This is an optimization exercise on Yosys and OpenROAD, whose aim is small area, a short achievable clock period and few clock cycles per item, not a production implementation.
Where RTL was checked, it was by simulation tests only, not by an equivalence proof against the original.
The RTL of runs 2 and 3 was laid out without a check of its function.
Power and IR drop assume default switching activity.

File: design/flow/flow/run.sh
#!/bin/bash
export BUFFER_PORTS_ARGS="-buffer_cell sky130_fd_sc_hd__buf_1"
bash standard.sh cts > standard_cts.log 2>&1 || exit 1
bash standard.sh SETUP_SLACK_MARGIN=0 > standard.log 2>&1
File: design/flow/standard.sh
#!/bin/bash
# synth_recipe.tcl (not shown) runs the flow's synth.tcl, then flattens the netlist and writes it again
# the make line also repeats each setting of config.mk as NAME=value (left out here)
make -C /OpenROAD-flow-scripts/flow DESIGN_CONFIG=/design/flow/config.mk WORK_HOME=/design/flow/orfs CLKGATE_MAP_FILE= SYNTH_SCRIPT=/design/flow/synth_recipe.tcl "${@:-finish}"
File: design/flow/config.mk
export PLATFORM = sky130hd
export DESIGN_NAME = rsfv_top
export DESIGN_NICKNAME = rsfv_top
export VERILOG_FILES = /design/flow/design.v
export SDC_FILE = /design/flow/constraint.sdc
export NUM_CORES = 4
export LEC_CHECK = 0
export CAP_MARGIN = 20
export CORE_MARGIN = 2
export CORE_UTILIZATION = 40
export CTS_BUF_LIST = sky130_fd_sc_hd__clkbuf_4 sky130_fd_sc_hd__clkbuf_8
export SETUP_SLACK_MARGIN = 3.5
export SLEW_MARGIN = 20
export SYNTH_HIERARCHICAL = 1
export SYNTH_MINIMUM_KEEP_SIZE = 0
export TNS_END_PERCENT = 5
File: design/flow/constraint.sdc
create_clock -name core_clock -period 6.0 [get_ports {clock}]
set_input_delay 1.2000 -clock core_clock [delete_from_list [all_inputs] [get_ports {clock}]]
set_output_delay 1.2000 -clock core_clock [all_outputs]
set_load 0.01 [all_outputs]
File: design/flow/design.v
`timescale 1ns / 1ps
package rsfv_pkg;
   localparam int NUM_SRC     = 3;
   localparam int VALUE_WIDTH = 64;
   localparam int SEQ_WIDTH   = 64;
   localparam int AGE_WIDTH   = 8;
   localparam int CSR_INDEX_W = 2;
   localparam int CSR_DATA_W  = 8;
   localparam int Q_DEPTH = 2;
   localparam int Q_PTR_W = $clog2(Q_DEPTH);
   localparam int Q_CNT_W = $clog2(Q_DEPTH + 1);
   localparam logic [1:0] FUNC_TICK    = 2'd0;
   localparam logic [1:0] FUNC_COMPARE = 2'd1;
   localparam logic [1:0] FUNC_COMBINE = 2'd2;
   localparam logic [CSR_INDEX_W-1:0] CSR_SOURCE_COUNT = 2'd0;
   localparam logic [CSR_INDEX_W-1:0] CSR_STALE_LIMIT  = 2'd1;
   localparam logic [CSR_INDEX_W-1:0] CSR_DOWNSELECT   = 2'd2;
   localparam logic [SEQ_WIDTH-1:0] SEQ_INVALID = {1'b1, {(SEQ_WIDTH-1){1'b0}}};
   localparam logic [63:0] VAL_EXT_MASK = ~({64{1'b1}} >> (64 - VALUE_WIDTH));
   typedef struct packed {
      logic [1:0]         func;
      logic signed [63:0] fresh_a;
      logic signed [63:0] fresh_b;
      logic signed [63:0] fresh_c;
      logic               use_sequence;
      logic signed [63:0] accepted_seq;
      logic [63:0]        value_a;
      logic [63:0]        value_b;
      logic [63:0]        value_c;
      logic               is_signed;
   } req_type;
   typedef struct packed {
      logic [2:0]  connected_mask;
      logic        any_connected;
      logic [63:0] result_value;
      logic        value_written;
      logic        b_c_agree;
   } rsp_type;
   typedef struct packed {
      logic [1:0]           source_count;
      logic [AGE_WIDTH-1:0] stale_limit;
      logic                 downselect_mode;
   } cfg_type;
   typedef struct packed {
      logic [1:0]             func;
      logic [NUM_SRC-1:0]     live_mask;
      logic                   b_c_equal;
      logic [VALUE_WIDTH-1:0] val_a;
      logic [VALUE_WIDTH-1:0] val_b;
      logic [VALUE_WIDTH-1:0] val_c;
      logic                   is_signed;
   } q_entry_type;
endpackage
`timescale 1ns / 1ps
module rsfv_inv (input logic a, output logic y);
   assign y = ~a;
endmodule
module rsfv_nand2 (input logic a, input logic b, output logic y);
   assign y = ~(a & b);
endmodule
module rsfv_nand3 (input logic a, input logic b, input logic c, output logic y);
   assign y = ~(a & b & c);
endmodule
module rsfv_nand4 (input logic a, input logic b, input logic c, input logic d,
                   output logic y);
   assign y = ~(a & b & c & d);
endmodule
module rsfv_nor2 (input logic a, input logic b, output logic y);
   assign y = ~(a | b);
endmodule
module rsfv_and3 (input logic a, input logic b, input logic c, output logic y);
   assign y = a & b & c;
endmodule
module rsfv_o21a (input logic a1, input logic a2, input logic b1, output logic y);
   assign y = (a1 | a2) & b1;
endmodule
module rsfv_a21o (input logic a1, input logic a2, input logic b1, output logic y);
   assign y = (a1 & a2) | b1;
endmodule
module rsfv_and2 (input logic a, input logic b, output logic y);
   assign y = a & b;
endmodule
module rsfv_xor2 (input logic a, input logic b, output logic y);
   assign y = a ^ b;
endmodule
module rsfv_xnor2 (input logic a, input logic b, output logic y);
   assign y = ~(a ^ b);
endmodule
module rsfv_nor2b (input logic a, input logic b_n, output logic y);
   assign y = ~(a | ~b_n);
endmodule
module rsfv_nand2b (input logic a_n, input logic b, output logic y);
   assign y = ~(~a_n & b);
endmodule
module rsfv_a21oi (input logic a1, input logic a2, input logic b1, output logic y);
   assign y = ~((a1 & a2) | b1);
endmodule
module rsfv_o21ai (input logic a1, input logic a2, input logic b1, output logic y);
   assign y = ~((a1 | a2) & b1);
endmodule
module rsfv_a22oi (input logic a1, input logic a2, input logic b1, input logic b2,
                   output logic y);
   assign y = ~((a1 & a2) | (b1 & b2));
endmodule
module rsfv_a31oi (input logic a1, input logic a2, input logic a3, input logic b1,
                   output logic y);
   assign y = ~((a1 & a2 & a3) | b1);
endmodule
module rsfv_gp2 (
   input  logic [1:0] a,
   input  logic [1:0] b,
   output logic       ng,
   output logic       np
);
   assign ng = ~((~a[1] & b[1]) | ((~a[1] | b[1]) & ~a[0] & b[0]));
   assign np = ~((~a[1] | b[1]) & (~a[0] | b[0]));
endmodule
module rsfv_gp_top (
   input  logic [1:0] a,
   input  logic [1:0] b,
   input  logic       sgn,
   output logic       ng,
   output logic       np
);
   logic g1;
   logic p1;
   assign g1 = sgn ? (a[1] & ~b[1]) : (~a[1] & b[1]);
   assign p1 = sgn ? (a[1] | ~b[1]) : (~a[1] | b[1]);
   assign ng = ~(g1 | (p1 & ~a[0] & b[0]));
   assign np = ~(p1 & (~a[0] | b[0]));
endmodule
module rsfv_less64 (
   input  logic [63:0] a,
   input  logic [63:0] b,
   input  logic        sgn,
   output logic        lt,
   output logic        nlt
);
   logic [31:0] g1, p1;
   logic [15:0] g2, p2;
   logic [7:0]  g3, p3;
   logic [3:0]  g4, p4;
   logic [1:0]  g5, p5;
   for (genvar i = 0; i < 31; i++) begin : gl1
      rsfv_gp2 u_gp (.a(a[2*i+1:2*i]), .b(b[2*i+1:2*i]), .ng(g1[i]), .np(p1[i]));
   end
   rsfv_gp_top u_top (.a(a[63:62]), .b(b[63:62]), .sgn(sgn), .ng(g1[31]), .np(p1[31]));
   for (genvar i = 0; i < 16; i++) begin : gl2
      rsfv_o21ai u_g (.a1(p1[2*i+1]), .a2(g1[2*i]), .b1(g1[2*i+1]), .y(g2[i]));
      if (i > 0) begin : gp
         rsfv_nor2 u_p (.a(p1[2*i+1]), .b(p1[2*i]), .y(p2[i]));
      end
   end
   assign p2[0] = 1'b0;
   for (genvar i = 0; i < 8; i++) begin : gl3
      rsfv_a21oi u_g (.a1(p2[2*i+1]), .a2(g2[2*i]), .b1(g2[2*i+1]), .y(g3[i]));
      if (i > 0) begin : gp
         rsfv_nand2 u_p (.a(p2[2*i+1]), .b(p2[2*i]), .y(p3[i]));
      end
   end
   assign p3[0] = 1'b1;
   for (genvar i = 0; i < 4; i++) begin : gl4
      rsfv_o21ai u_g (.a1(p3[2*i+1]), .a2(g3[2*i]), .b1(g3[2*i+1]), .y(g4[i]));
      if (i > 0) begin : gp
         rsfv_nor2 u_p (.a(p3[2*i+1]), .b(p3[2*i]), .y(p4[i]));
      end
   end
   assign p4[0] = 1'b0;
   for (genvar i = 0; i < 2; i++) begin : gl5
      rsfv_a21oi u_g (.a1(p4[2*i+1]), .a2(g4[2*i]), .b1(g4[2*i+1]), .y(g5[i]));
      if (i > 0) begin : gp
         rsfv_nand2 u_p (.a(p4[2*i+1]), .b(p4[2*i]), .y(p5[i]));
      end
   end
   assign p5[0] = 1'b1;
   rsfv_o21ai u_g6 (.a1(p5[1]), .a2(g5[0]), .b1(g5[1]), .y(lt));
   rsfv_o21a  u_n6 (.a1(p5[1]), .a2(g5[0]), .b1(g5[1]), .y(nlt));
endmodule
module rsfv_ne64 (
   input  logic [63:0] a,
   input  logic [63:0] b,
   output logic        ne,
   output logic        eq
);
   logic [63:0] e0;
   logic [15:0] n1;
   logic [7:0]  e2;
   logic [3:0]  n3;
   logic [1:0]  e4;
   for (genvar i = 0; i < 64; i++) begin : gx
      rsfv_xnor2 u_x (.a(a[i]), .b(b[i]), .y(e0[i]));
   end
   for (genvar i = 0; i < 16; i++) begin : g1
      rsfv_nand4 u_n (.a(e0[4*i]), .b(e0[4*i+1]), .c(e0[4*i+2]), .d(e0[4*i+3]), .y(n1[i]));
   end
   for (genvar i = 0; i < 8; i++) begin : g2
      rsfv_nor2 u_n (.a(n1[2*i]), .b(n1[2*i+1]), .y(e2[i]));
   end
   for (genvar i = 0; i < 4; i++) begin : g3
      rsfv_nand2 u_n (.a(e2[2*i]), .b(e2[2*i+1]), .y(n3[i]));
   end
   for (genvar i = 0; i < 2; i++) begin : g4
      rsfv_nor2 u_n (.a(n3[2*i]), .b(n3[2*i+1]), .y(e4[i]));
   end
   rsfv_nand2 u_top (.a(e4[0]), .b(e4[1]), .y(ne));
   rsfv_and2  u_eq  (.a(e4[0]), .b(e4[1]), .y(eq));
endmodule
module rsfv_z63 (
   input  logic [62:0] a,
   output logic        z
);
   logic [31:0] z1;
   logic [7:0]  n2;
   logic [3:0]  z3;
   logic [1:0]  n4;
   for (genvar i = 0; i < 31; i++) begin : g1
      rsfv_nor2 u_n (.a(a[2*i]), .b(a[2*i+1]), .y(z1[i]));
   end
   rsfv_inv u_n62 (.a(a[62]), .y(z1[31]));
   for (genvar i = 0; i < 8; i++) begin : g2
      rsfv_nand4 u_n (.a(z1[4*i]), .b(z1[4*i+1]), .c(z1[4*i+2]), .d(z1[4*i+3]), .y(n2[i]));
   end
   for (genvar i = 0; i < 4; i++) begin : g3
      rsfv_nor2 u_n (.a(n2[2*i]), .b(n2[2*i+1]), .y(z3[i]));
   end
   for (genvar i = 0; i < 2; i++) begin : g4
      rsfv_nand2 u_n (.a(z3[2*i]), .b(z3[2*i+1]), .y(n4[i]));
   end
   rsfv_nor2 u_top (.a(n4[0]), .b(n4[1]), .y(z));
endmodule
`timescale 1ns / 1ps
module rsfv_top (
   input  logic        clock,
   input  logic        reset,
   input  logic        csr_we,
   input  logic [1:0]  csr_index,
   input  logic [7:0]  csr_wdata,
   input  logic        req_valid,
   output logic        req_stall,
   input  logic [1:0]  req_func,
   input  logic [63:0] req_fresh_a,
   input  logic [63:0] req_fresh_b,
   input  logic [63:0] req_fresh_c,
   input  logic        req_use_sequence,
   input  logic [63:0] req_accepted_seq,
   input  logic [63:0] req_value_a,
   input  logic [63:0] req_value_b,
   input  logic [63:0] req_value_c,
   input  logic        req_is_signed,
   output logic        rsp_valid,
   input  logic        rsp_stall,
   output logic [2:0]  rsp_connected_mask,
   output logic        rsp_any_connected,
   output logic [63:0] rsp_result_value,
   output logic        rsp_value_written,
   output logic        rsp_b_c_agree
);
   logic [1:0]  src_cnt_ff;
   logic [7:0]  stale_ff;
   logic        ds_ff;
   logic [63:0] last_ff [0:2];
   logic [2:0]  seen_ff;
   logic [7:0]  age_ff  [0:2];
   logic [2:0]  mask_ff;
   logic        bc_ff;
   logic        ov_ff;
   logic [2:0]  o_mask_ff;
   logic        o_any_ff;
   logic        o_bc_ff;
   logic        o_wr_ff;
   logic [63:0] o_val_ff;
   logic        load;
   logic        accept;
   logic        is_tick;
   logic        is_cmp;
   logic        is_comb;
   rsfv_and2  u_stall (.a(ov_ff), .b(rsp_stall), .y(req_stall));
   rsfv_nand2 u_load  (.a(ov_ff), .b(rsp_stall), .y(load));
   assign accept  = req_valid & load;
   assign is_tick = req_func == 2'd0;
   assign is_cmp  = req_func == 2'd1;
   assign is_comb = req_func == 2'd2;
   logic [63:0] fresh [0:2];
   logic [2:0]  ne_seq;
   logic [2:0]  eq_seq;
   logic [2:0]  ne_last;
   logic [2:0]  eq_last_unused;
   logic [2:0]  zero;
   logic [2:0]  in_range;
   logic [2:0]  valid_f;
   logic [2:0]  t_seq;
   logic [2:0]  t_last;
   logic [2:0]  t_new;
   logic [2:0]  e_take;
   logic [2:0]  n_seq;
   logic [2:0]  n_upd_seq;
   logic [2:0]  n_upd_last;
   logic [2:0]  updated;
   logic [2:0]  n_updated;
   logic [2:0]  take;
   logic [2:0]  age_inc;
   logic [2:0]  live_upd;
   logic [2:0]  live_keep;
   logic [2:0]  r_upd;
   logic [2:0]  r_keep;
   logic [2:0]  n_r1;
   logic [2:0]  n_r0;
   logic [2:0]  rsp_mask;
   logic [2:0]  s_upd;
   logic [2:0]  s_keep;
   logic [2:0]  n_s1;
   logic [2:0]  n_s0;
   logic [7:0]  age_k   [0:2];
   logic [7:0]  age_p   [0:2];
   logic [7:0]  age_q   [0:2];
   logic [7:0]  age_d   [0:2];
   logic        seen_p;
   logic [2:0]  seen_q;
   logic [2:0]  seen_d;
   logic [2:0]  mask_pu;
   logic [2:0]  mask_pk;
   logic [2:0]  mask_d;
   logic        e_tick;
   logic        bc_in;
   logic        ne_bc;
   logic        eq_bc_unused;
   assign fresh[0] = req_fresh_a;
   assign fresh[1] = req_fresh_b;
   assign fresh[2] = req_fresh_c;
   rsfv_ne64 u_bc (.a(req_value_b), .b(req_value_c), .ne(ne_bc), .eq(eq_bc_unused));
   always_comb begin
      for (int i = 0; i < 3; i++) begin
         in_range[i] = 2'(i) < src_cnt_ff;
         valid_f[i]  = in_range[i] & ~zero[i];
         t_seq[i]    = valid_f[i] & req_use_sequence;
         t_last[i]   = valid_f[i] & ~req_use_sequence;
         t_new[i]    = valid_f[i] & ~req_use_sequence & ~seen_ff[i];
         e_take[i]   = accept & is_tick & valid_f[i];
         age_inc[i]  = age_ff[i] < stale_ff;
         live_upd[i]  = in_range[i] && stale_ff != 8'd0;
         live_keep[i] = in_range[i] && (age_inc[i] ? (age_ff[i] + 8'd1) < stale_ff : 1'b0);
         r_upd[i]     = is_tick ? live_upd[i] : mask_ff[i];
         r_keep[i]    = is_tick ? live_keep[i] : mask_ff[i];
      end
      e_tick = accept & is_tick;
      seen_p = ~reset & e_tick;
      for (int i = 0; i < 3; i++) begin
         age_k[i]   = (in_range[i] && age_inc[i]) ? age_ff[i] + 8'd1 : age_ff[i];
         age_p[i]   = {8{~reset & e_tick}} & age_k[i];
         age_q[i]   = reset ? 8'd1 : {8{~e_tick}} & age_ff[i];
         seen_q[i]  = ~reset & seen_ff[i];
         mask_pu[i] = ~reset & (e_tick ? live_upd[i] : mask_ff[i]);
         mask_pk[i] = ~reset & (e_tick ? live_keep[i] : mask_ff[i]);
      end
      bc_in = is_tick ? 1'b1 :
              is_cmp  ? bc_ff & ~ne_bc : bc_ff;
   end
   for (genvar i = 0; i < 3; i++) begin : g_src
      rsfv_ne64 u_seq  (.a(fresh[i]), .b(req_accepted_seq), .ne(ne_seq[i]), .eq(eq_seq[i]));
      rsfv_ne64 u_last (.a(fresh[i]), .b(last_ff[i]), .ne(ne_last[i]), .eq(eq_last_unused[i]));
      rsfv_z63  u_zero (.a(fresh[i][62:0]), .z(zero[i]));
      rsfv_nand2 u_us (.a(t_seq[i]), .b(eq_seq[i]), .y(n_upd_seq[i]));
      rsfv_nand2 u_ul (.a(t_last[i]), .b(ne_last[i]), .y(n_upd_last[i]));
      rsfv_nand3 u_up (.a(n_upd_seq[i]), .b(n_upd_last[i]), .c(~t_new[i]), .y(updated[i]));
      rsfv_and3  u_nu (.a(n_upd_seq[i]), .b(n_upd_last[i]), .c(~t_new[i]), .y(n_updated[i]));
      rsfv_nand2 u_ns (.a(req_use_sequence), .b(ne_seq[i]), .y(n_seq[i]));
      rsfv_and2  u_tk (.a(e_take[i]), .b(n_seq[i]), .y(take[i]));
      rsfv_nand2 u_r1 (.a(updated[i]), .b(r_upd[i]), .y(n_r1[i]));
      rsfv_nand2 u_r0 (.a(n_updated[i]), .b(r_keep[i]), .y(n_r0[i]));
      rsfv_nand2 u_r  (.a(n_r1[i]), .b(n_r0[i]), .y(rsp_mask[i]));
      for (genvar b = 0; b < 8; b++) begin : g_age
         rsfv_a21o u_d (.a1(n_updated[i]), .a2(age_p[i][b]), .b1(age_q[i][b]), .y(age_d[i][b]));
      end
      rsfv_a21o  u_seen (.a1(updated[i]), .a2(seen_p), .b1(seen_q[i]), .y(seen_d[i]));
      rsfv_nand2 u_s1 (.a(updated[i]), .b(mask_pu[i]), .y(n_s1[i]));
      rsfv_nand2 u_s0 (.a(n_updated[i]), .b(mask_pk[i]), .y(n_s0[i]));
      rsfv_nand2 u_s  (.a(n_s1[i]), .b(n_s0[i]), .y(mask_d[i]));
   end
   always_ff @(posedge clock) begin
      if (reset) begin
         src_cnt_ff <= 2'd3;
         stale_ff   <= 8'd1;
         ds_ff      <= 1'b0;
         bc_ff      <= 1'b1;
      end else begin
         if (csr_we) begin
            case (csr_index)
               2'd0: src_cnt_ff <= csr_wdata[1:0];
               2'd1: stale_ff   <= csr_wdata;
               2'd2: ds_ff      <= csr_wdata[0];
               default: begin
               end
            endcase
         end
         if (accept)
            bc_ff <= bc_in;
      end
   end
   always_ff @(posedge clock) begin
      mask_ff <= mask_d;
      seen_ff <= seen_d;
      for (int i = 0; i < 3; i++)
         age_ff[i] <= age_d[i];
   end
   always_ff @(posedge clock) begin
      for (int i = 0; i < 3; i++)
         if (take[i])
            last_ff[i] <= fresh[i];
   end
   logic l_ab;
   logic l_bc;
   logic l_ac;
   logic nl_ab;
   logic nl_bc;
   logic nl_ac;
   rsfv_less64 u_ab  (.a(req_value_a), .b(req_value_b), .sgn(req_is_signed), .lt(l_ab), .nlt(nl_ab));
   rsfv_less64 u_bcl (.a(req_value_b), .b(req_value_c), .sgn(req_is_signed), .lt(l_bc), .nlt(nl_bc));
   rsfv_less64 u_ac  (.a(req_value_a), .b(req_value_c), .sgn(req_is_signed), .lt(l_ac), .nlt(nl_ac));
   logic wr_in;
   logic k_a;
   logic k_b;
   logic k_c;
   logic m_ab;
   logic m_ac;
   logic m_bc;
   logic m3;
   always_comb begin
      wr_in = is_comb && mask_ff != 3'b000;
      k_a   = wr_in && (mask_ff == 3'b001 ||
                        (ds_ff && (mask_ff == 3'b011 || mask_ff == 3'b101)) ||
                        (ds_ff && mask_ff == 3'b111 && !bc_ff));
      k_b   = wr_in && (mask_ff == 3'b010 || (ds_ff && mask_ff == 3'b110) ||
                        (ds_ff && mask_ff == 3'b111 && bc_ff));
      k_c   = wr_in && mask_ff == 3'b100;
      m_ab  = wr_in && !ds_ff && mask_ff == 3'b011;
      m_ac  = wr_in && !ds_ff && mask_ff == 3'b101;
      m_bc  = wr_in && !ds_ff && mask_ff == 3'b110;
      m3    = wr_in && !ds_ff && mask_ff == 3'b111;
   end
   logic [3:0] ta;
   logic [3:0] tb;
   logic [3:0] tc;
   logic       sel_a;
   logic       sel_b;
   logic       sel_c;
   rsfv_a21oi u_ta0 (.a1(m_ab), .a2(nl_ab), .b1(k_a), .y(ta[0]));
   rsfv_nand2 u_ta1 (.a(m_ac), .b(nl_ac), .y(ta[1]));
   rsfv_nand4 u_ta2 (.a(m3), .b(nl_ab), .c(l_bc), .d(l_ac), .y(ta[2]));
   rsfv_nand4 u_ta3 (.a(m3), .b(l_ab), .c(nl_bc), .d(nl_ac), .y(ta[3]));
   rsfv_nand4 u_sa  (.a(ta[0]), .b(ta[1]), .c(ta[2]), .d(ta[3]), .y(sel_a));
   rsfv_a21oi u_tb0 (.a1(m_ab), .a2(l_ab), .b1(k_b), .y(tb[0]));
   rsfv_nand2 u_tb1 (.a(m_bc), .b(nl_bc), .y(tb[1]));
   rsfv_nand3 u_tb2 (.a(m3), .b(l_ab), .c(l_bc), .y(tb[2]));
   rsfv_nand3 u_tb3 (.a(m3), .b(nl_ab), .c(nl_bc), .y(tb[3]));
   rsfv_nand4 u_sb  (.a(tb[0]), .b(tb[1]), .c(tb[2]), .d(tb[3]), .y(sel_b));
   rsfv_a21oi u_tc0 (.a1(m_ac), .a2(l_ac), .b1(k_c), .y(tc[0]));
   rsfv_nand2 u_tc1 (.a(m_bc), .b(l_bc), .y(tc[1]));
   rsfv_nand4 u_tc2 (.a(m3), .b(nl_ab), .c(l_bc), .d(nl_ac), .y(tc[2]));
   rsfv_nand4 u_tc3 (.a(m3), .b(l_ab), .c(nl_bc), .d(l_ac), .y(tc[3]));
   rsfv_nand4 u_sc  (.a(tc[0]), .b(tc[1]), .c(tc[2]), .d(tc[3]), .y(sel_c));
   logic [63:0] na;
   logic [63:0] nb;
   logic [63:0] nc;
   logic [63:0] val_in;
   for (genvar i = 0; i < 64; i++) begin : g_val
      rsfv_nand2 u_a (.a(sel_a), .b(req_value_a[i]), .y(na[i]));
      rsfv_nand2 u_b (.a(sel_b), .b(req_value_b[i]), .y(nb[i]));
      rsfv_nand2 u_c (.a(sel_c), .b(req_value_c[i]), .y(nc[i]));
      rsfv_nand3 u_o (.a(na[i]), .b(nb[i]), .c(nc[i]), .y(val_in[i]));
   end
   always_ff @(posedge clock) begin
      if (reset)
         ov_ff <= 1'b0;
      else if (load)
         ov_ff <= req_valid;
   end
   always_ff @(posedge clock) begin
      if (load) begin
         o_mask_ff <= rsp_mask;
         o_any_ff  <= |rsp_mask;
         o_bc_ff   <= bc_in;
         o_wr_ff   <= wr_in;
         o_val_ff  <= val_in;
      end
   end
   assign rsp_valid          = ov_ff;
   assign rsp_connected_mask = o_mask_ff;
   assign rsp_any_connected  = o_any_ff;
   assign rsp_b_c_agree      = o_bc_ff;
   assign rsp_value_written  = o_wr_ff;
   assign rsp_result_value   = o_val_ff;
endmodule
==> results of run 1 <==
-- registers in the layout (all words and copies together) (netlist names), 2 cells and up --
register    cells
stale_ff        8
seen_ff         3
last_ff       192
o_val_ff       64
o_mask_ff       3
src_cnt_ff      2
mask_ff         3
age_ff         24
-- per-layer routing --
metal | routed length [um] | up-vias | track usage | share of wire
li1 | - | 9834 | - | -
met1 | 31200 | 9790 | 0.320 | 0.41
met2 | 36500 | 764 | 0.424 | 0.48
met3 | 5710 | 164 | 0.0450 | 0.075
met4 | 3100 | 4 | 0.111 | 0.040
met5 | 28 | - | 0 | 0.00037
-- worst max path at each step --
| stage | to | startpoint | slack (ps) | cells after the start |
|---|---|---|---|---|
| 2_1_floorplan | o_val_ff[0]$_DFFE_PP_ | req_value_a[0] | 1630 | 11 |
| 3_3_place_gp | last_ff[1][6]$_DFFE_PP_ | rsp_stall | 1760 | 6 |
| 3_5_place_dp | last_ff[2][16]$_DFFE_PP_ | rsp_stall | 1630 | 6 |
| 4_1_cts | o_val_ff[13]$_DFFE_PP_ | req_value_b[0] | 3150 | 14 |
| 5_1_grt | o_val_ff[13]$_DFFE_PP_ | req_is_signed | 2840 | 15 |
| 6_report | o_any_ff$_DFFE_PP_ | req_fresh_b[32] | 3020 | 12 |
-- worst max-delay path: cells and delay by family --
family,cells,cell delay (ps)
AND/OR/NAND/NOR,10,1730
XOR/XNOR,1,160
buffers and inverters,1,260
-- cell type report --
class,instances,area share
multi-input combinational,1950,0.486
sequential,305,0.319
timing repair buffer,556,0.0873
tap,756,0.0346
clock buffer,70,0.0327
inverter,208,0.0285
clock inverter,37,0.0101
antenna,22,0.00201
-- per-stage QoR --
| step | area, um^2 | hold WS, ps | setup WS, ps | util |
|---|---|---|---|---|
| CTS | 27300 | 503 | 3150 | 0.486 |
| detailed placement | 25600 | 489 | 1630 | 0.455 |
| floorplan | 22600 | 463 | 1630 | - |
| global placement | 25600 | 478 | 1760 | 0.455 |
| global route | 27400 | 534 | 2840 | 0.487 |
| finish | 27400 | 502 | 3020 | 0.487 |
-- power breakdown --
group | total (mW) | switching (mW) | internal [mW]
combinational | 1.18 | 0.687 | 0.491
sequential | 2.41 | 0.0324 | 2.37
clock | 2.12 | 0.989 | 1.13
-- what timing repair did --
action | in CTS | in global routing
resized for setup | 145 | 0
endpoints found under the setup margin | 296 | 0
buffers inserted | 6 | 0
==> flow_summary.yaml, run 1 <==
outcome:
  status: "complete, no violations"
timing:
  fin_crit_ps: 2980
  setup-violations-final: 0
  rsz0062_at_grt: "no"
  tns_ps: 0
  drv_slew: 0
  slew_headroom: 0.319
  fin_crit_sh: 0.496
  final_hold_viol_count: 0
  timing.fmax_mhz: 336
  fin_skew_ps: 38.9
  tightest_slew_ps: 1020
layout:
  multiInputGateArea_um2: 13300
  seq_area_um2: 8730
  fillers: 5440
  syn2layout_area_growth_pct: 21.1
  drive_gt1_frac: 0.147
  final_cell_count_no_fill: 3904
  final_cell_mix: "buf_1 (472), xnor2_1 (455), nand2_1 (319), nor2_1 (265), edfxtp_1 (262)"
  layout_commonest_cell: "buf_1"
  fin_nets: 3590
floorplan:
  die-area_um2: 58400
  die_h_um: 242
  start_util: 0.402
  boundaryPins: 539
  core_region_area_um2: 56200
  num_rows: 87
  die_x_um: 242
worst_setup_path:
  path_cells: "buf_1 -> xnor2_1 -> nand4_1 -> nor2_2 -> nand2_1 -> nor2_1 -> and2_1 -> nand2_1 -> and3_2 -> nand2_1 -> nand2_1 -> or3_1"
  cpMaxStageDelayCell: "or3_1"
  reg2reg_to: "o_any_ff$_DFFE_PP_"
  timing.reg2reg.setup_slack_ps: 3150
  cp_data_required_time_ps: 6400
  reg2reg_from: "age_ff[0][1]$_DFF_P_"
  max_stage_delay_ps: 400
  crit_path_end_kind: "flip-flop"
  criticalPathCategory: "in2reg"
  start_kind: "input pin"
  crit_arrival_ps: 3380
  ff2ff_path_depth: 11
  crit_path_max_fanout: 10
  cp_common_cell: "nand2_1"
clock_network:
  cts.sink_count: 305
  path_clk_slew_ps: 60
  clock_path_buffers: 3
  cts.htree.levels: 2
  root_buffer: "clkbuf_8"
  clk_latency_ps: 690
  tritoncts: "built"
  numCtsBuffers: 57
  hold_buffers: 0
global_route:
  grt_pass1_vias: 20200
  grt_antenna_before_repair: 21
  overflow: 0
  grt_usage: 0.253
  grt_max_degree: 65
  grt_pass1_wl_mm: 116
placement:
  port_buffers: 538
  hpwl_mm: 57.9
  placed_cells: 3760
  place_congestion: 0.944
min_path:
  hp-start: "stale_ff[6]$_SDFFE_PP0P_"
  hold_path_depth: 2
  hold_class: "reg2reg"
  min_to: "stale_ff[6]$_SDFFE_PP0P_"
pwr:
  vdd_drop_max_v: 0.000171
  power.leakage_nw: 10.0
  finalPower_mw: 5.70
  p_per_area_nw_per_um2: 208
route:
  drc_errors: 0
  routed_wl_mm: 76.5
  postRouteAntennaNets: 0
  drtIter0Drc: 1276
  viasPerCell: 5.27
  vias: 20600
  dr.pass1.iters: 7
  wl_per_cell_um: 19.6
synth:
  synth_cells: 2475
  synth_nets: 2987
  synth_area_um2: 22600
  syn_avg_cell_area_um2: 9.13
  yosysWarnings: 20
job:
  max_cap_viol_count: 0
Testbench counts, summed over its fixed seeds: cycles 8,208, items 8,192.
==> inputs of run 2 (changes only) <==
--- a/design/flow/design.v
+++ b/design/flow/design.v
@@ -180,7 +180,7 @@
    input  logic [63:0] a,
    input  logic [63:0] b,
    output logic        ne,
-   output logic        eq
+   output logic [1:0]  eqh
 );
    logic [63:0] e0;
    logic [15:0] n1;
@@ -203,7 +203,7 @@
       rsfv_nor2 u_n (.a(n3[2*i]), .b(n3[2*i+1]), .y(e4[i]));
    end
    rsfv_nand2 u_top (.a(e4[0]), .b(e4[1]), .y(ne));
-   rsfv_and2  u_eq  (.a(e4[0]), .b(e4[1]), .y(eq));
+   assign eqh = e4;
 endmodule
 module rsfv_z63 (
    input  logic [62:0] a,
@@ -282,9 +282,9 @@
    assign is_comb = req_func == 2'd2;
    logic [63:0] fresh [0:2];
    logic [2:0]  ne_seq;
-   logic [2:0]  eq_seq;
+   logic [1:0]  eq_seq [0:2];
    logic [2:0]  ne_last;
-   logic [2:0]  eq_last_unused;
+   logic [1:0]  eq_last_unused [0:2];
    logic [2:0]  zero;
    logic [2:0]  in_range;
    logic [2:0]  valid_f;
@@ -297,7 +297,8 @@
    logic [2:0]  n_upd_last;
    logic [2:0]  updated;
    logic [2:0]  n_updated;
-   logic [2:0]  take;
+   logic [2:0]  n_upd_age;
+   logic [3:0]  take [0:2];
    logic [2:0]  age_inc;
    logic [2:0]  live_upd;
    logic [2:0]  live_keep;
@@ -306,6 +307,8 @@
    logic [2:0]  n_r1;
    logic [2:0]  n_r0;
    logic [2:0]  rsp_mask;
+   logic [2:0]  n_rsp_mask;
+   logic        rsp_any;
    logic [2:0]  s_upd;
    logic [2:0]  s_keep;
    logic [2:0]  n_s1;
@@ -323,11 +326,11 @@
    logic        e_tick;
    logic        bc_in;
    logic        ne_bc;
-   logic        eq_bc_unused;
+   logic [1:0]  eq_bc_unused;
    assign fresh[0] = req_fresh_a;
    assign fresh[1] = req_fresh_b;
    assign fresh[2] = req_fresh_c;
-   rsfv_ne64 u_bc (.a(req_value_b), .b(req_value_c), .ne(ne_bc), .eq(eq_bc_unused));
+   rsfv_ne64 u_bc (.a(req_value_b), .b(req_value_c), .ne(ne_bc), .eqh(eq_bc_unused));
    always_comb begin
       for (int i = 0; i < 3; i++) begin
          in_range[i] = 2'(i) < src_cnt_ff;
@@ -356,20 +359,24 @@
               is_cmp  ? bc_ff & ~ne_bc : bc_ff;
    end
    for (genvar i = 0; i < 3; i++) begin : g_src
-      rsfv_ne64 u_seq  (.a(fresh[i]), .b(req_accepted_seq), .ne(ne_seq[i]), .eq(eq_seq[i]));
-      rsfv_ne64 u_last (.a(fresh[i]), .b(last_ff[i]), .ne(ne_last[i]), .eq(eq_last_unused[i]));
+      rsfv_ne64 u_seq  (.a(fresh[i]), .b(req_accepted_seq), .ne(ne_seq[i]), .eqh(eq_seq[i]));
+      rsfv_ne64 u_last (.a(fresh[i]), .b(last_ff[i]), .ne(ne_last[i]), .eqh(eq_last_unused[i]));
       rsfv_z63  u_zero (.a(fresh[i][62:0]), .z(zero[i]));
-      rsfv_nand2 u_us (.a(t_seq[i]), .b(eq_seq[i]), .y(n_upd_seq[i]));
+      rsfv_nand3 u_us (.a(t_seq[i]), .b(eq_seq[i][0]), .c(eq_seq[i][1]), .y(n_upd_seq[i]));
       rsfv_nand2 u_ul (.a(t_last[i]), .b(ne_last[i]), .y(n_upd_last[i]));
       rsfv_nand3 u_up (.a(n_upd_seq[i]), .b(n_upd_last[i]), .c(~t_new[i]), .y(updated[i]));
       rsfv_and3  u_nu (.a(n_upd_seq[i]), .b(n_upd_last[i]), .c(~t_new[i]), .y(n_updated[i]));
+      rsfv_and3  u_na (.a(n_upd_seq[i]), .b(n_upd_last[i]), .c(~t_new[i]), .y(n_upd_age[i]));
       rsfv_nand2 u_ns (.a(req_use_sequence), .b(ne_seq[i]), .y(n_seq[i]));
-      rsfv_and2  u_tk (.a(e_take[i]), .b(n_seq[i]), .y(take[i]));
+      for (genvar q = 0; q < 4; q++) begin : g_tk
+         rsfv_and2 u_tk (.a(e_take[i]), .b(n_seq[i]), .y(take[i][q]));
+      end
       rsfv_nand2 u_r1 (.a(updated[i]), .b(r_upd[i]), .y(n_r1[i]));
       rsfv_nand2 u_r0 (.a(n_updated[i]), .b(r_keep[i]), .y(n_r0[i]));
       rsfv_nand2 u_r  (.a(n_r1[i]), .b(n_r0[i]), .y(rsp_mask[i]));
+      rsfv_and2  u_nr (.a(n_r1[i]), .b(n_r0[i]), .y(n_rsp_mask[i]));
       for (genvar b = 0; b < 8; b++) begin : g_age
-         rsfv_a21o u_d (.a1(n_updated[i]), .a2(age_p[i][b]), .b1(age_q[i][b]), .y(age_d[i][b]));
+         rsfv_a21o u_d (.a1(n_upd_age[i]), .a2(age_p[i][b]), .b1(age_q[i][b]), .y(age_d[i][b]));
       end
       rsfv_a21o  u_seen (.a1(updated[i]), .a2(seen_p), .b1(seen_q[i]), .y(seen_d[i]));
       rsfv_nand2 u_s1 (.a(updated[i]), .b(mask_pu[i]), .y(n_s1[i]));
@@ -404,8 +411,9 @@
    end
    always_ff @(posedge clock) begin
       for (int i = 0; i < 3; i++)
-         if (take[i])
-            last_ff[i] <= fresh[i];
+         for (int q = 0; q < 4; q++)
+            if (take[i][q])
+               last_ff[i][16*q +: 16] <= fresh[i][16*q +: 16];
    end
    logic l_ab;
    logic l_bc;
@@ -417,6 +425,8 @@
    rsfv_less64 u_bcl (.a(req_value_b), .b(req_value_c), .sgn(req_is_signed), .lt(l_bc), .nlt(nl_bc));
    rsfv_less64 u_ac  (.a(req_value_a), .b(req_value_c), .sgn(req_is_signed), .lt(l_ac), .nlt(nl_ac));
    logic wr_in;
+   logic wr_ld;
+   logic hold;
    logic k_a;
    logic k_b;
    logic k_c;
@@ -426,48 +436,59 @@
    logic m3;
    always_comb begin
       wr_in = is_comb && mask_ff != 3'b000;
-      k_a   = wr_in && (mask_ff == 3'b001 ||
+      wr_ld = wr_in && load;
+      hold  = ~load;
+      k_a   = wr_ld && (mask_ff == 3'b001 ||
                         (ds_ff && (mask_ff == 3'b011 || mask_ff == 3'b101)) ||
                         (ds_ff && mask_ff == 3'b111 && !bc_ff));
-      k_b   = wr_in && (mask_ff == 3'b010 || (ds_ff && mask_ff == 3'b110) ||
+      k_b   = wr_ld && (mask_ff == 3'b010 || (ds_ff && mask_ff == 3'b110) ||
                         (ds_ff && mask_ff == 3'b111 && bc_ff));
-      k_c   = wr_in && mask_ff == 3'b100;
-      m_ab  = wr_in && !ds_ff && mask_ff == 3'b011;
-      m_ac  = wr_in && !ds_ff && mask_ff == 3'b101;
-      m_bc  = wr_in && !ds_ff && mask_ff == 3'b110;
-      m3    = wr_in && !ds_ff && mask_ff == 3'b111;
+      k_c   = wr_ld && mask_ff == 3'b100;
+      m_ab  = wr_ld && !ds_ff && mask_ff == 3'b011;
+      m_ac  = wr_ld && !ds_ff && mask_ff == 3'b101;
+      m_bc  = wr_ld && !ds_ff && mask_ff == 3'b110;
+      m3    = wr_ld && !ds_ff && mask_ff == 3'b111;
    end
    logic [3:0] ta;
    logic [3:0] tb;
    logic [3:0] tc;
-   logic       sel_a;
-   logic       sel_b;
-   logic       sel_c;
+   logic [3:0] sel_a;
+   logic [3:0] sel_b;
+   logic [3:0] sel_c;
    rsfv_a21oi u_ta0 (.a1(m_ab), .a2(nl_ab), .b1(k_a), .y(ta[0]));
    rsfv_nand2 u_ta1 (.a(m_ac), .b(nl_ac), .y(ta[1]));
    rsfv_nand4 u_ta2 (.a(m3), .b(nl_ab), .c(l_bc), .d(l_ac), .y(ta[2]));
    rsfv_nand4 u_ta3 (.a(m3), .b(l_ab), .c(nl_bc), .d(nl_ac), .y(ta[3]));
-   rsfv_nand4 u_sa  (.a(ta[0]), .b(ta[1]), .c(ta[2]), .d(ta[3]), .y(sel_a));
+   for (genvar q = 0; q < 4; q++) begin : g_sa
+      rsfv_nand4 u_s (.a(ta[0]), .b(ta[1]), .c(ta[2]), .d(ta[3]), .y(sel_a[q]));
+   end
    rsfv_a21oi u_tb0 (.a1(m_ab), .a2(l_ab), .b1(k_b), .y(tb[0]));
    rsfv_nand2 u_tb1 (.a(m_bc), .b(nl_bc), .y(tb[1]));
    rsfv_nand3 u_tb2 (.a(m3), .b(l_ab), .c(l_bc), .y(tb[2]));
    rsfv_nand3 u_tb3 (.a(m3), .b(nl_ab), .c(nl_bc), .y(tb[3]));
-   rsfv_nand4 u_sb  (.a(tb[0]), .b(tb[1]), .c(tb[2]), .d(tb[3]), .y(sel_b));
+   for (genvar q = 0; q < 4; q++) begin : g_sb
+      rsfv_nand4 u_s (.a(tb[0]), .b(tb[1]), .c(tb[2]), .d(tb[3]), .y(sel_b[q]));
+   end
    rsfv_a21oi u_tc0 (.a1(m_ac), .a2(l_ac), .b1(k_c), .y(tc[0]));
    rsfv_nand2 u_tc1 (.a(m_bc), .b(l_bc), .y(tc[1]));
    rsfv_nand4 u_tc2 (.a(m3), .b(nl_ab), .c(l_bc), .d(nl_ac), .y(tc[2]));
    rsfv_nand4 u_tc3 (.a(m3), .b(l_ab), .c(nl_bc), .d(l_ac), .y(tc[3]));
-   rsfv_nand4 u_sc  (.a(tc[0]), .b(tc[1]), .c(tc[2]), .d(tc[3]), .y(sel_c));
+   for (genvar q = 0; q < 4; q++) begin : g_sc
+      rsfv_nand4 u_s (.a(tc[0]), .b(tc[1]), .c(tc[2]), .d(tc[3]), .y(sel_c[q]));
+   end
    logic [63:0] na;
    logic [63:0] nb;
    logic [63:0] nc;
-   logic [63:0] val_in;
+   logic [63:0] nq;
+   logic [63:0] val_d;
    for (genvar i = 0; i < 64; i++) begin : g_val
-      rsfv_nand2 u_a (.a(sel_a), .b(req_value_a[i]), .y(na[i]));
-      rsfv_nand2 u_b (.a(sel_b), .b(req_value_b[i]), .y(nb[i]));
-      rsfv_nand2 u_c (.a(sel_c), .b(req_value_c[i]), .y(nc[i]));
-      rsfv_nand3 u_o (.a(na[i]), .b(nb[i]), .c(nc[i]), .y(val_in[i]));
+      rsfv_nand2 u_a (.a(sel_a[i/16]), .b(req_value_a[i]), .y(na[i]));
+      rsfv_nand2 u_b (.a(sel_b[i/16]), .b(req_value_b[i]), .y(nb[i]));
+      rsfv_nand2 u_c (.a(sel_c[i/16]), .b(req_value_c[i]), .y(nc[i]));
+      rsfv_nand2 u_q (.a(hold), .b(o_val_ff[i]), .y(nq[i]));
+      rsfv_nand4 u_o (.a(na[i]), .b(nb[i]), .c(nc[i]), .d(nq[i]), .y(val_d[i]));
    end
+   rsfv_nand3 u_any (.a(n_rsp_mask[0]), .b(n_rsp_mask[1]), .c(n_rsp_mask[2]), .y(rsp_any));
    always_ff @(posedge clock) begin
       if (reset)
          ov_ff <= 1'b0;
@@ -477,12 +498,13 @@
    always_ff @(posedge clock) begin
       if (load) begin
          o_mask_ff <= rsp_mask;
-         o_any_ff  <= |rsp_mask;
+         o_any_ff  <= rsp_any;
          o_bc_ff   <= bc_in;
          o_wr_ff   <= wr_in;
-         o_val_ff  <= val_in;
       end
    end
+   always_ff @(posedge clock)
+      o_val_ff <= val_d;
    assign rsp_valid          = ov_ff;
    assign rsp_connected_mask = o_mask_ff;
    assign rsp_any_connected  = o_any_ff;
--- a/design/flow/config.mk
+++ b/design/flow/config.mk
@@ -7,8 +7,10 @@
 export LEC_CHECK = 0
 export CAP_MARGIN = 20
 export CORE_MARGIN = 2
-export CORE_UTILIZATION = 40
-export CTS_BUF_LIST = sky130_fd_sc_hd__clkbuf_4 sky130_fd_sc_hd__clkbuf_8
+export CORE_UTILIZATION = 60
+export CTS_BUF_LIST = sky130_fd_sc_hd__clkbuf_16
+export CTS_CLUSTER_DIAMETER = 80
+export CTS_CLUSTER_SIZE = 30
 export SETUP_SLACK_MARGIN = 3.5
 export SLEW_MARGIN = 20
 export SYNTH_HIERARCHICAL = 1
==> flow_summary.yaml, run 2 <==
outcome:
  status: "complete, no violations"
timing:
  timing.fmax_mhz: 330
  fin_skew_ps: 32.8
  layout_setup_ws_ps: 2970
  tightest_slew_ps: 1050
  tns_ps: 0
  slew_headroom: 0.300
  fin_crit_sh: 0.504
  final_hold_viol_count: 0
  rsz0062_at_grt: "no"
  drv_slew: 0
  setup-violations-final: 0
  fin_crit_ps: 3030
worst_setup_path:
  ff2ff_path_depth: 10
  crit_path_max_fanout: 16
  timing.reg2reg.setup_slack_ps: 3190
  path_cells: "buf_1 -> inv_1 -> a21oi_1 -> o22ai_1 -> nor2_1 -> nand2_1 -> nor2_2 -> nand2_1 -> o21a_1 -> a21oi_2 -> nand4_1 -> buf_6 -> nand2_1 -> nand4_1"
  crit_arrival_ps: 3460
  reg2reg_to: "o_any_ff$_DFFE_PP_"
  criticalPathCategory: "in2reg"
  reg2reg_from: "stale_ff[2]$_SDFFE_PP0P_"
  cp_data_required_time_ps: 6440
  cpMaxStageDelayCell: "o21a_1"
  max_stage_delay_ps: 270
  cp_common_cell: "nand2_1"
  start_kind: "input pin"
  crit_path_end_kind: "flip-flop"
clock_network:
  path_clk_slew_ps: 100
  clock_path_buffers: 3
  cts.sink_count: 305
  root_buffer: "clkbuf_16"
  clk_latency_ps: 570
  cts.htree.levels: 1
  tritoncts: "built"
  numCtsBuffers: 23
route:
  drc_errors: 0
  viasPerCell: 5.82
  dr.pass1.iters: 8
  routed_wl_mm: 69.9
  vias: 21200
  drtIter0Drc: 1486
  postRouteAntennaNets: 0
  wl_per_cell_um: 19.2
floorplan:
  die_h_um: 197
  num_rows: 70
  die_x_um: 197
  die-area_um2: 38900
  boundaryPins: 539
  start_util: 0.611
  core_region_area_um2: 36700
layout:
  fillers: 3030
  final_core_util: 0.712
  layout_commonest_cell: "buf_1"
  reg_top3: "last_ff x192, o_val_ff x64, age_ff x24"
  syn2layout_area_growth_pct: 16.5
  largest_reg_flops: 192
  final_cell_count_no_fill: 3634
  regMostFlops: "last_ff"
  final_cell_mix: "buf_1 (527), xnor2_1 (455), nand2_1 (388), nor2_1 (281), nand4_1 (221)"
  drive_gt1_frac: 0.105
  fin_nets: 3645
synth:
  synth_nets: 3080
  yosysWarnings: 23
  syn_avg_cell_area_um2: 8.73
  synth_area_um2: 22400
  synth_cells: 2568
pwr:
  p_per_area_nw_per_um2: 197
  finalPower_mw: 5.14
  power.leakage_nw: 9.49
  vdd_drop_max_v: 0.000213
global_route:
  grt_antenna_before_repair: 18
  overflow: 0
  grt_pass1_vias: 20400
  grt_max_degree: 56
  grt_pass1_wl_mm: 107
  grt_usage: 0.347
min_path:
  min_to: "o_val_ff[47]$_DFF_P_"
  hold_class: "reg2reg"
  hp-start: "o_val_ff[47]$_DFF_P_"
  hold_path_depth: 2
placement:
  placed_cells: 3561
  port_buffers: 538
  place_congestion: 0.931
  hpwl_mm: 55.0
  preCtsSetupSlack_ps: 1870
job:
  max_cap_viol_count: 0
## run 2: cell count changes in the layout (fill, tap and decap cells not counted), sizes merged, moves of 22 or more
cell / previous run / this run
nand4: 147 / 221
nand2: 322 / 389
dfxtp: 43 / 107
edfxtp: 262 / 198
nand3: 75 / 17
clkbuf: 70 / 23
clkinv: 31 / 9
## run 2: power breakdown
group / total [mW] / internal [mW] / switching (mW) / leakage [nW]
combinational: 1.10 / 0.461 / 0.636 / 6.41
sequential: 2.30 / 2.28 / 0.0225 / 2.67
clock: 1.75 / 0.796 / 0.951 / 0.410
## run 2: per-layer routing
metal	wire (um)	vias to the layer above	GRT usage
met5	46	-	0
met4	3040	8	0.151
li1	-	10000	-
met1	27300	10100	0.424
met3	5410	168	0.0627
met2	34100	859	0.603
## run 2: final cells by class
class / count / area, um^2 / share of cell area
Multi-Input combinational cell: 2041 / 13600 / 0.519
Sequential cell: 305 / 8090 / 0.310
Clock buffer: 23 / 576 / 0.0220
Inverter: 206 / 773 / 0.0296
Antenna cell: 17 / 42.5 / 0.00163
Tap cell: 468 / 586 / 0.0224
Clock inverter: 18 / 290 / 0.0111
Timing Repair Buffer: 556 / 2200 / 0.0843
## run 2: worst max-delay path by stage
stage / startpoint / end / slack, ps / cells past startpoint
after floorplan: req_value_a[0] / o_val_ff[0]$_DFF_P_ / 2860 / 11
after global placement: req_value_b[0] / o_val_ff[15]$_DFF_P_ / 1940 / 12
after detailed placement: req_value_b[0] / o_val_ff[6]$_DFF_P_ / 1870 / 12
after CTS: req_value_b[16] / o_val_ff[14]$_DFF_P_ / 3200 / 13
after global routing: req_value_b[63] / o_val_ff[51]$_DFF_P_ / 2780 / 13
final: req_is_signed / o_val_ff[56]$_DFF_P_ / 2970 / 14
## run 2: worst max-delay path, delay by kind of cell
kind,cells,cell delay [ps]
simple gates,7,950
compound gates,4,870
buf+inv,3,430
## run 2: what timing repair did
| item | in CTS | in global routing |
|---|---|---|
| setup buffers | 15 | 0 |
| gates resized for setup | 43 | 0 |
| hold buffers | 0 | 0 |
| setup endpoints to repair | 292 | 0 |
## run 2: through the flow
step	hold slack (ps)	area, um^2
after global placement	460	25000
after global routing	518	26100
after detailed placement	462	25000
after CTS	485	26100
after floorplan	463	22400
final	482	26100
==> inputs of run 3 (changes only) <==
--- a/design/flow/config.mk
+++ b/design/flow/config.mk
@@ -8,9 +8,7 @@
 export CAP_MARGIN = 20
 export CORE_MARGIN = 2
 export CORE_UTILIZATION = 60
-export CTS_BUF_LIST = sky130_fd_sc_hd__clkbuf_16
-export CTS_CLUSTER_DIAMETER = 80
-export CTS_CLUSTER_SIZE = 30
+export CTS_BUF_LIST = sky130_fd_sc_hd__clkbuf_4 sky130_fd_sc_hd__clkbuf_8
 export SETUP_SLACK_MARGIN = 3.5
 export SLEW_MARGIN = 20
 export SYNTH_HIERARCHICAL = 1
==> flow_summary.yaml, run 3 <==
outcome:
  status: "complete, no violations"
layout:
  final_cell_count_no_fill: 3702
  final_cell_mix: "buf_1 (467), xnor2_1 (455), nand2_1 (385), nor2_1 (275), nand4_1 (221)"
  seq_area_um2: 8090
  final_core_util: 0.726
  drive_gt1_frac: 0.148
  reg_top3: "last_ff x192, o_val_ff x64, age_ff x24"
  syn2layout_area_growth_pct: 18.9
  fillers: 2961
  largest_reg_flops: 192
  fin_nets: 3681
  regMostFlops: "last_ff"
  final_area_um2: 26700
  layout_commonest_cell: "buf_1"
  multiInputGateArea_um2: 13700
min_path:
  min_to: "o_val_ff[47]$_DFF_P_"
  hp-start: "o_val_ff[47]$_DFF_P_"
  hold_class: "reg2reg"
  hold_path_depth: 2
global_route:
  overflow: 0
  grt_antenna_before_repair: 21
  grt_pass1_vias: 20800
  grt_pass1_wl_mm: 109
  grt_max_degree: 56
  grt_usage: 0.355
route:
  wl_per_cell_um: 19.1
  dr.pass1.iters: 8
  drtIter0Drc: 1469
  viasPerCell: 5.76
  postRouteAntennaNets: 0
  vias: 21300
  routed_wl_mm: 70.7
  drc_errors: 0
placement:
  preCtsSetupSlack_ps: 1870
  place_congestion: 0.931
  placed_cells: 3561
  placed_area_um2: 25000
  port_buffers: 538
  hpwl_mm: 55.0
timing:
  fin_crit_sh: 0.487
  final_hold_viol_count: 0
  whs_ps: 473
  fin_skew_ps: 46.3
  fin_crit_ps: 2920
  drv_slew: 0
  slew_headroom: 0.522
  timing.fmax_mhz: 342
  tns_ps: 0
  tightest_slew_ps: 716
  rsz0062_at_grt: "no"
  setup-violations-final: 0
  layout_setup_ws_ps: 3080
pwr:
  p_per_area_nw_per_um2: 207
  finalPower_mw: 5.51
  power.leakage_nw: 9.93
  vdd_drop_max_v: 0.000232
synth:
  synth_nets: 3080
  yosysWarnings: 23
  synth_area_um2: 22400
  synth_cells: 2568
  syn_avg_cell_area_um2: 8.73
floorplan:
  core_region_area_um2: 36700
  num_rows: 70
  die_x_um: 197
  die_h_um: 197
  start_util: 0.611
  boundaryPins: 539
  die-area_um2: 38900
clock_network:
  cts.sink_count: 305
  root_buffer: "clkbuf_8"
  numCtsBuffers: 54
  cts.htree.levels: 2
  clock_path_buffers: 3
  clk_latency_ps: 670
  path_clk_slew_ps: 60
  tritoncts: "built"
worst_setup_path:
  reg2reg_to: "o_val_ff[26]$_DFF_P_"
  ff2ff_path_depth: 11
  cp_data_required_time_ps: 6570
  timing.reg2reg.setup_slack_ps: 3180
  crit_path_end_kind: "flip-flop"
  crit_path_max_fanout: 16
  crit_arrival_ps: 3490
  start_kind: "input pin"
  reg2reg_from: "mask_ff[0]$_DFF_P_"
  criticalPathCategory: "in2reg"
job:
  max_cap_viol_count: 0
==> run 3: per-layer routing <==
layer | up-vias | part of all wire | track usage
met5 | - | 0.00027 | 0
met1 | 10100 | 0.39 | 0.432
met2 | 874 | 0.48 | 0.595
met3 | 201 | 0.081 | 0.0731
met4 | 4 | 0.046 | 0.185
li1 | 10100 | - | -
==> run 3: what timing repair did <==
| action | in CTS | in global routing |
|---|---|---|
| hold buffers | 0 | 0 |
| resized for setup | 136 | 0 |
| endpoints found under the setup margin | 291 | 0 |
| setup buffers | 19 | 0 |
==> run 3: report_power, final <==
part / total, mW / internal [mW] / switching, mW / leakage (nW)
Combinational: 1.12 / 0.473 / 0.642 / 6.63
Sequential: 2.30 / 2.28 / 0.0225 / 2.67
Clock: 2.10 / 1.18 / 0.916 / 0.622
==> run 3: layout make-up <==
class,count,area share
clock buffer,77,0.0367
sequential,305,0.303
multi-input combinational,2041,0.512
tap,468,0.0220
antenna,23,0.00216
timing repair buffer,561,0.0876
inverter,206,0.0291
clock inverter,21,0.00685
==> run 3: worst max-delay path, stage by stage <==
cell and delay [ps]:
buf_8 100, nand2_1 310, nand2_1 200, or3_1 390, nor2_1 350, nand4_1 210
buf_4 200, nand4_1 140, buf_6 210, nand2_1 70, nand4_1 90
==> run 3: worst max-delay path by stage <==
stage	depth (start not counted)	end	startpoint
global route	11	o_val_ff[45]$_DFF_P_	rsp_stall
global placement	12	o_val_ff[15]$_DFF_P_	req_value_b[0]
CTS	3	req_stall	rsp_stall
finish	11	o_val_ff[26]$_DFF_P_	rsp_stall
detailed placement	12	o_val_ff[6]$_DFF_P_	req_value_b[0]
floorplan	11	o_val_ff[0]$_DFF_P_	req_value_a[0]
==> inputs of run 4 (changes only) <==
--- a/design/flow/design.v
+++ b/design/flow/design.v
@@ -425,7 +425,6 @@
    rsfv_less64 u_bcl (.a(req_value_b), .b(req_value_c), .sgn(req_is_signed), .lt(l_bc), .nlt(nl_bc));
    rsfv_less64 u_ac  (.a(req_value_a), .b(req_value_c), .sgn(req_is_signed), .lt(l_ac), .nlt(nl_ac));
    logic wr_in;
-   logic wr_ld;
    logic hold;
    logic k_a;
    logic k_b;
@@ -434,21 +433,30 @@
    logic m_ac;
    logic m_bc;
    logic m3;
+   logic load_c;
+   logic k_a_w, k_b_w, k_c_w, m_ab_w, m_ac_w, m_bc_w, m3_w;
    always_comb begin
-      wr_in = is_comb && mask_ff != 3'b000;
-      wr_ld = wr_in && load;
-      hold  = ~load;
-      k_a   = wr_ld && (mask_ff == 3'b001 ||
-                        (ds_ff && (mask_ff == 3'b011 || mask_ff == 3'b101)) ||
-                        (ds_ff && mask_ff == 3'b111 && !bc_ff));
-      k_b   = wr_ld && (mask_ff == 3'b010 || (ds_ff && mask_ff == 3'b110) ||
-                        (ds_ff && mask_ff == 3'b111 && bc_ff));
-      k_c   = wr_ld && mask_ff == 3'b100;
-      m_ab  = wr_ld && !ds_ff && mask_ff == 3'b011;
-      m_ac  = wr_ld && !ds_ff && mask_ff == 3'b101;
-      m_bc  = wr_ld && !ds_ff && mask_ff == 3'b110;
-      m3    = wr_ld && !ds_ff && mask_ff == 3'b111;
+      wr_in  = is_comb && mask_ff != 3'b000;
+      k_a_w  = wr_in && (mask_ff == 3'b001 ||
+                         (ds_ff && (mask_ff == 3'b011 || mask_ff == 3'b101)) ||
+                         (ds_ff && mask_ff == 3'b111 && !bc_ff));
+      k_b_w  = wr_in && (mask_ff == 3'b010 || (ds_ff && mask_ff == 3'b110) ||
+                         (ds_ff && mask_ff == 3'b111 && bc_ff));
+      k_c_w  = wr_in && mask_ff == 3'b100;
+      m_ab_w = wr_in && !ds_ff && mask_ff == 3'b011;
+      m_ac_w = wr_in && !ds_ff && mask_ff == 3'b101;
+      m_bc_w = wr_in && !ds_ff && mask_ff == 3'b110;
+      m3_w   = wr_in && !ds_ff && mask_ff == 3'b111;
    end
+   rsfv_nand2 u_load_c (.a(ov_ff), .b(rsp_stall), .y(load_c));
+   rsfv_and2  u_hold   (.a(ov_ff), .b(rsp_stall), .y(hold));
+   rsfv_and2  u_ka  (.a(load_c), .b(k_a_w),  .y(k_a));
+   rsfv_and2  u_kb  (.a(load_c), .b(k_b_w),  .y(k_b));
+   rsfv_and2  u_kc  (.a(load_c), .b(k_c_w),  .y(k_c));
+   rsfv_and2  u_mab (.a(load_c), .b(m_ab_w), .y(m_ab));
+   rsfv_and2  u_mac (.a(load_c), .b(m_ac_w), .y(m_ac));
+   rsfv_and2  u_mbc (.a(load_c), .b(m_bc_w), .y(m_bc));
+   rsfv_and2  u_m3  (.a(load_c), .b(m3_w),   .y(m3));
    logic [3:0] ta;
    logic [3:0] tb;
    logic [3:0] tc;
--- a/design/flow/config.mk
+++ b/design/flow/config.mk
@@ -8,7 +8,9 @@
 export CAP_MARGIN = 20
 export CORE_MARGIN = 2
 export CORE_UTILIZATION = 60
-export CTS_BUF_LIST = sky130_fd_sc_hd__clkbuf_4 sky130_fd_sc_hd__clkbuf_8
+export CTS_BUF_LIST = sky130_fd_sc_hd__clkbuf_16
+export CTS_CLUSTER_DIAMETER = 80
+export CTS_CLUSTER_SIZE = 30
 export SETUP_SLACK_MARGIN = 3.5
 export SLEW_MARGIN = 20
 export SYNTH_HIERARCHICAL = 1
==> flow_summary.yaml, run 4 <==
clock_network:
  root_buffer: "clkbuf_16"
  cts.sink_count: 305
  path_clk_slew_ps: 100
  hold_buffers: 0
  clk_latency_ps: 570
  clock_path_buffers: 3
  numCtsBuffers: 22
  cts.htree.levels: 1
  tritoncts: "built"
min_path:
  hold_class: "reg2reg"
floorplan:
  start_util: 0.611
  die_h_um: 198
  core_region_area_um2: 36800
  die-area_um2: 39000
  num_rows: 70
  die_x_um: 198
  boundaryPins: 539
timing:
  tightest_slew_ps: 969
  setup-violations-final: 0
  fin_crit_sh: 0.497
  tns_ps: 0
  drv_slew: 0
  fin_skew_ps: 36.1
  timing.fmax_mhz: 335
  slew_headroom: 0.351
  rsz0062_at_grt: "no"
  whs_ps: 486
  final_hold_viol_count: 0
  fin_crit_ps: 2980
layout:
  final_cell_count_no_fill: 3638
  final_cell_mix: "buf_1 (470), xnor2_1 (455), nand2_1 (371), nor2_1 (272), nand4_1 (220)"
  drive_gt1_frac: 0.135
  layout_commonest_cell: "buf_1"
  regMostFlops: "last_ff"
  reg_top3: "last_ff x192, o_val_ff x64, age_ff x24"
  fin_nets: 3651
  largest_reg_flops: 192
  final_core_util: 0.719
  syn2layout_area_growth_pct: 17.8
route:
  drtIter0Drc: 1553
  drc_errors: 0
  postRouteAntennaNets: 0
  viasPerCell: 5.79
  dr.pass1.iters: 6
  routed_wl_mm: 70.2
  wl_per_cell_um: 19.3
  vias: 21100
worst_setup_path:
  crit_path_end_kind: "flip-flop"
  start_kind: "input pin"
  crit_arrival_ps: 3420
  criticalPathCategory: "in2reg"
  cp_data_required_time_ps: 6440
  crit_path_max_fanout: 8
placement:
  placed_cells: 3563
  hpwl_mm: 54.6
  place_congestion: 0.938
  port_buffers: 538
pwr:
  cell_internal_pwr_mw: 3.60
  power.leakage_nw: 9.72
  seq_power_share: 0.439
  power.switching_mw: 1.67
  p_sw_frac: 0.316
  vdd_drop_max_v: 0.000291
  p_per_area_nw_per_um2: 199
  clkPwrFrac: 0.341
  comb_power_share: 0.219
synth:
  synth_area_um2: 22500
  synth_cells: 2570
  syn_avg_cell_area_um2: 8.74
  yosysWarnings: 23
  synth_nets: 3082
global_route:
  grt_pass1_wl_mm: 108
  grt_max_degree: 51
  grt_use_met1: 0.440
  gr-max-usage-layer: "met2"
  grt_pass1_vias: 20600
  grt_antenna_before_repair: 14
  grt_use_met3: 0.0601
  overflow: 0
  grt_usage: 0.350
  grtUsageMet2: 0.598
job:
  max_cap_viol_count: 0
outcome:
  status: "complete, no violations"
run 4: cell types whose count changed in the layout (fill, tap and decap cells not counted), moves of 6 or more:
| cell | previous run | this run |
|---|---|---|
| clkinv_2 | 10 | 0 |
| nand2_1 | 385 | 371 |
| a211oi_1 | 10 | 2 |
| clkbuf_8 | 64 | 0 |
| diode_2 | 23 | 15 |
| clkbuf_16 | 0 | 24 |
| and2_1 | 25 | 32 |
| clkbuf_4 | 13 | 0 |
| nand2_2 | 4 | 13 |
| clkinv_1 | 6 | 0 |
run 4: final timing paths:
kind	from	end	slack (ps)	cells past startpoint
hold reg to reg	o_val_ff[59]$_DFF_P_	o_val_ff[59]$_DFF_P_	490	2
hold / removal	o_val_ff[59]$_DFF_P_	o_val_ff[59]$_DFF_P_	490	2
setup / recovery	req_value_b[33]	o_val_ff[1]$_DFF_P_	3020	14
setup reg to reg	age_ff[1][0]$_DFF_P_	o_any_ff$_DFFE_PP_	3200	12
run 4: power by group through the flow:
| stage | clock (mW) | combinational, mW | sequential [mW] |
|---|---|---|---|
| after CTS | 1.83 | 1.14 | 2.31 |
| after floorplan | 0 | 0.645 | 2.37 |
| after global routing | 1.90 | 1.26 | 2.32 |
| after global placement | 0 | 1.06 | 2.36 |
| final | 1.80 | 1.16 | 2.31 |
| after detailed placement | 0 | 1.10 | 2.36 |
run 4: metrics by stage:
stage,area [um^2],setup slack [ps],total power [mW]
final,26500,3020,5.27
after global placement,25100,1790,3.42
after floorplan,22500,2860,3.01
after global routing,26400,2850,5.48
after CTS,26400,3180,5.29
after detailed placement,25100,1710,3.46
run 4: worst max-delay path: stages:
cell and delay [ps]:
buf_1 260, inv_1 130, a22o_2 280, nor2_1 120, nand2_1 80, nor2_1 160, nand2_1 120, o21a_1 250
nand4_1 210, nand4_1 140, buf_6 170, buf_12 150, nand2_1 60, nand4_1 90
run 4: area by class of cell:
type | instances | area [um^2]
diodes | 15 | 37.5
clock buffers | 24 | 601
clock inverters | 16 | 292
fillers | 2976 | 10300
inverters | 208 | 785
multi-input cells | 2042 | 13700
flip-flops and latches | 305 | 8090
well taps | 468 | 586
repair buffers | 560 | 2340
run 4: what timing repair did:
item | in CTS | in global routing
resized for setup | 145 | 0
endpoints found under the setup margin | 292 | 0
buffers inserted | 18 | 0
run 4: layer usage:
layer  vias up  wire length, um
li1      10000                -
met1      9998            28000
met2       860            33500
met3       184             5700
met4         6             2940
met5         -               36
Testbench counts of run 4, summed over its fixed seeds: cycles 8,208, items 8,192.

==> separate check: timing with driven ports <==
No port has a modelled driver above. Below, the same layouts with a new extraction and two added sets of constraints.
Step 1 sets driving cells, clkbuf_16 on the clock port and buf_2 on the other inputs (assumed; they add their load-dependent delay and slew).
Step 2 times the ports against the registers' clock, not the clock port: input delays grow and output delays shrink by t, the midpoint of the rising clock arrivals with the driver on.
Slacks: ideal ports / drivers / drivers and shift; pairs: ideal ports / drivers.
run	t (ns)	slack for setup (ns)	worst setup path at the end	worst register clock-pin slew, ns
run 1	0.722	3.024 / 3.013 / 2.291	input to register	0.07 / 0.07
run 2	0.609	2.973 / 2.977 / 2.367	input to register	0.10 / 0.10
run 3	0.701	3.078 / 3.054 / 2.353	input to register	0.07 / 0.07
run 4	0.613	3.015 / 2.975 / 2.362	input to register	0.11 / 0.11
After both steps setup and hold are still met in every run listed. For run 1, which loses most, drivers alone change the setup slack by -0.011 ns; drivers and shift together by -0.733 ns.
